What follows belongs to an exercise in optimizing a design on an open flow for small area, a short achievable clock period and few clock cycles per item; a production flow would make more cautious choices.
The RTL was checked by simulation tests, not by an equivalence proof against the original design.

==> flow/design.v, too long to show whole: its modules and the start of the top module <==
// module muldiv_unit: 256 lines
// module muldiv_csa: 1231 lines
module muldiv_unit #(
    parameter int WIDTH     = 32,
    parameter int DIV_STEPS = 2
) (
    input  logic             clk,
    input  logic             reset,
    input  logic [3:0]       op,
    input  logic [WIDTH-1:0] src_a,
    input  logic [WIDTH-1:0] src_b,
    input  logic [1:0]       rd_sel,
    output logic             busy,
    output logic [WIDTH-1:0] result
);
  // ...
==> flow/flow/run.sh <==
#!/bin/bash
# The standard layout (the standard.sh, unchanged synthesis and steps), except that the
# port buffers that global placement inserts on every input and output use a plain buf_2
# instead of the delay-cell buffer buffer_ports would otherwise pick.
set -euo pipefail
export BUFFER_PORTS_ARGS="-buffer_cell sky130_fd_sc_hd__buf_2"
bash standard.sh > standard.log 2>&1
==> flow/standard.sh <==
#!/bin/bash
# synth_recipe.tcl (not shown) runs the flow's synth.tcl, then flattens the netlist and writes it again
# the make line also repeats each setting of config.mk as NAME=value (left out here)
make -C /OpenROAD-flow-scripts/flow DESIGN_CONFIG=/design/flow/config.mk WORK_HOME=/design/flow/orfs CLKGATE_MAP_FILE= SYNTH_SCRIPT=/design/flow/synth_recipe.tcl "${@:-finish}"
==> flow/config.mk <==
export PLATFORM = sky130hd
export DESIGN_NAME = muldiv_unit
export DESIGN_NICKNAME = muldiv_unit
export VERILOG_FILES = /design/flow/design.v
export SDC_FILE = /design/flow/constraint.sdc
export NUM_CORES = 4
export LEC_CHECK = 0
export ABC_AREA = 1
export CAP_MARGIN = 20
export CORE_MARGIN = 2
export CORE_UTILIZATION = 40
export SLEW_MARGIN = 55
==> flow/constraint.sdc <==
create_clock -name core_clock -period 15.0 [get_ports {clk}]
set_input_delay 3.0000 -clock core_clock [delete_from_list [all_inputs] [get_ports {clk}]]
set_output_delay 3.0000 -clock core_clock [all_outputs]
set_load 0.01 [all_outputs]
==> flow_summary.yaml, run 1 <==
setup_path:
  crit_cells: 26
  endpoint_kind: "register"
  reg2reg_to: "hi[20]"
global_routing:
  met1_usage_pct: 51.0
  grt_usage_pct: 40.0
  grt_pass1_vias: 35500
final_layout:
  syn_to_final_growth_pct: 7.63
  signal_buffers: 217
  regMostFlops: "dv"
  clock_area_share_pct: 1.39
  final_core_util_pct: 43.4
sta:
  report.final.hold_viol_count: 0
  post-route-min-period_ns: 7.49
yosys:
  yosysTopAreaCellShare_pct: 15.9
  yosys.area_share.simple_pct: 22.8
  synthTopCellsByArea: "fa_1 16%, nand2_1 11%, xor2_1 9.4%, edfxtp_1 8.1%, inv_1 6.7%"
clock_network:
  cts_buffer_depth: 2
  cts.clk_slew.worst_paths_ns: 0.08
die:
  start_util_pct: 40.3
placed_design:
  post-place-ws_ns: 7.76
route:
  initialDrtViolationCount: 4557
  wl_met2_mm: 73.7
  ant_nets: 0
run_status:
  status: "complete, no violations"
Testbench counts, summed over its fixed seeds: cycles 9,800, items 3,200.
==> run 2, diff against run 1 <==
--- a/flow/config.mk
+++ b/flow/config.mk
@@ -9,4 +9,4 @@
 export CAP_MARGIN = 20
 export CORE_MARGIN = 2
 export CORE_UTILIZATION = 40
-export SLEW_MARGIN = 55
+export SLEW_MARGIN = 20
==> run 2 against run 1 <==
Critical path depth increased by 1. Synthesized area unchanged. Largest cell class unchanged. Synthesized cell count unchanged. First-iteration DRC count shrank 3.6%.
==> flow_summary.yaml, run 2 <==
run_status:
  status: "complete, no violations"
route:
  wl_met2_mm: 73.4
  dr_wl_met3_mm: 20.5
  met1_length_mm: 67.7
  ant_nets: 0
  via_count: 36800
  viasPerCell: 6.17
  dr.pass1.iters: 6
  wl_mm: 174
  top_layer_used: "met5"
  initialDrtViolationCount: 4391
  wl_per_cell_um: 29.2
  drc: 0
die:
  die_area_um2: 86400
  fp.dieH_um: 294
  placementRows: 106
  boundaryPins: 105
  core_um2: 83400
  die_x_um: 294
  start_util_pct: 40.3
sta:
  fin_crit_sh_pct: 51.9
  report.final.hold_viol_count: 0
  post-route-min-period_ns: 7.78
  fmaxAchievable_mhz: 128
  finalSetupViolCount: 0
  worst_pin_slew_ns: 1.23
  fin_skew_ns: 0.0153
  hold-worst-slack_ns: 0.583
  drv_slew: 0
  relSlewSlack_pct: 16.9
  fin_setup_tns_ns: 0
  rsz0062_at_grt: "false"
yosys:
  syn_area_per_cell_um2: 6.89
  syn_nets: 5389
  syn_inst: 4876
  yosysTopAreaCell: "fa_1"
  synth-seq-cells: 159
  synthTopCellsByArea: "fa_1 16%, nand2_1 11%, xor2_1 9.4%, edfxtp_1 8.1%, inv_1 6.7%"
  synth_most_common_cell: "nand2_1"
  synthFlopType: "edfxtp_1"
  async_flop_share_pct: 42.8
  netlist_area_um2: 33600
  ys_types: 56
  yosys-top-cells-count: "983 x nand2_1, 604 x inv_1, 360 x xor2_1, 343 x nor2_1, 304 x o22ai_1"
  ys_seq_area_share_pct: 13.2
  synth_edf_count: 91
  yosysTopAreaCellShare_pct: 15.9
  yosys_warnings: 3
setup_path:
  worstSetupPathType: "reg2reg"
  start_kind: "register"
  cp.required_ns: 15.34
  cp_max_fo: 33
  critPathArrivalTime_ns: 8.12
  endpoint_kind: "register"
clock_network:
  clockRootBuffer: "clkbuf_16"
  cts_hold_buf: 0
  cts.sinks: 159
  cts_buffers: 17
  cts.clk_slew.worst_paths_ns: 0.07
  cts_resized: 0
  h-tree-depth: 4
  cts_tree: "yes"
  cts_buffer_depth: 2
  insertion_delay_ns: 0.48
  post-cts-setup-buffers: 0
min_path:
  hold_path.class: "reg2reg"
final_layout:
  drive_above_1_share_pct: 7.06
  final_area_um2: 36100
  nets: 5372
  syn_to_final_growth_pct: 7.41
  final_common_cell: "nand2_1"
  fillCellCount: 8871
  largest_register_ffs: 34
  regMostFlops: "dv"
  final_cell_mix: "980 x nand2_1, 604 x inv_1, 360 x xor2_1"
  top_regs: "dv: 34 flops, x: 33 flops"
placed_design:
  gp_congestion: 1.10
  dp_hpwl_mm: 136
  portBuffers: 104
  placed_area_um2: 35500
job:
  max_cap_viol_count: 0
global_routing:
  antenna_found_initial: 19
  grt_pass1_wl_mm: 249
  grt_max_degree: 64
  grt_usage_pct: 39.9
  overflow: 0
  grt_pass1_vias: 35400
==> run 2: cell counts after synthesis <==
Identical to the previous run, type by type.
==> run 2: routing by layer <==
| layer | GRT usage, % | up-vias |
|---|---|---|
| li1 | - | 16300 |
| met1 | 50.0 | 17500 |
| met2 | 59.8 | 2358 |
| met3 | 12.0 | 568 |
| met4 | 25.0 | 14 |
| met5 | 0 | - |
==> run 2: cell families after synthesis <==
| group | Yosys count | share of synthesized area, % |
|---|---|---|
| compound gates | 1124 | 20.0 |
| xor+xnor | 426 | 11.1 |
| fa+ha+maj | 441 | 22.4 |
| buf+inv | 907 | 10.3 |
| flops | 159 | 13.2 |
| mux | 7 | 0.208 |
| simple gates | 1812 | 22.8 |
==> run 2: worst paths after layout <==
path / cells past startpoint / start / end / slack, ns
setup / recovery: 27 / lo[5] / hi[30] / 7.22
hold / removal: 2 / busy / busy / 0.58
setup reg to reg: 27 / lo[5] / hi[30] / 7.22
hold reg to reg: 2 / busy / busy / 0.58
max in group asynchronous: 2 / reset / hi[2] / 11.45
min in group asynchronous: 1 / reset / state[0] / 2.33
==> run 2: critical path: stages (launching register included) <==
cell	delay, ns
dfrtp_1	0.78
inv_1	0.22
nand2_1	0.17
inv_1	0.09
o21ai_2	0.12
buf_4	0.51
o22ai_1	0.18
xor2_1	0.20
ha_1	0.33
xnor2_1	0.20
fa_1	0.48
fa_1	0.41
fa_1	0.53
fa_1	0.43
ha_1	0.40
a21o_1	0.24
a31oi_1	0.18
o21ai_0	0.14
a21oi_1	0.13
nand2_1	0.17
nand2_1	0.10
nand2_1	0.11
nand2_1	0.10
nand2_1	0.08
o21ai_0	0.91
nand3_1	0.17
nand2_1	0.10
o21ai_0	0.07
==> run 2: per-stage QoR <==
step	util (%)	instances	setup slack, ns
final	43.3	5962	7.22
after floorplan	-	4876	8.18
after detailed placement	42.5	5919	7.40
after global routing	43.3	5952	6.99
after CTS	43.2	5951	7.41
after global placement	42.5	5918	7.00
==> run 2: cell type report <==
cell class / count / area [um^2] / share of cell area [%]
clock inverter: 14 / 165 / 0.457
tap: 1080 / 1350 / 3.74
timing repair buffer: 213 / 1360 / 3.77
sequential: 159 / 4430 / 12.3
multi-input combinational: 3810 / 25900 / 71.7
inverter: 658 / 2470 / 6.84
antenna: 10 / 25.0 / 0.0693
clock buffer: 18 / 429 / 1.19

what the ideal ports hide:
Ports are ideal in the flow. The routed layouts listed here were re-timed in OpenROAD. Step 1 (the two cells are an assumption about what drives the block):
set clk [get_ports {clk}]
set_driving_cell -lib_cell sky130_fd_sc_hd__clkbuf_16 $clk
set_driving_cell -lib_cell sky130_fd_sc_hd__buf_2 [delete_from_list [all_inputs] $clk]
Step 2 adds t to the input delays and takes it off the output delays; t is the mean of the earliest and latest rising clock arrival at the registers after step 1. Input paths then give back, and output paths get back, about the clock's delay inside the block. a / b / c = ideal ports / drivers / drivers and shift; a / b = the first two.
run	t, ns	setup slack, ns	hold slack, ns	slew at the worst register clock pin (ns)	cell pins on the clock port's net
run 1	0.536	7.513 / 7.513 / 7.513	0.582 / 0.582 / 0.582	0.08 / 0.08	1
run 2	0.534	7.215 / 7.215 / 7.215	0.583 / 0.583 / 0.583	0.08 / 0.08	1
After both steps setup and hold are still met in every run listed.
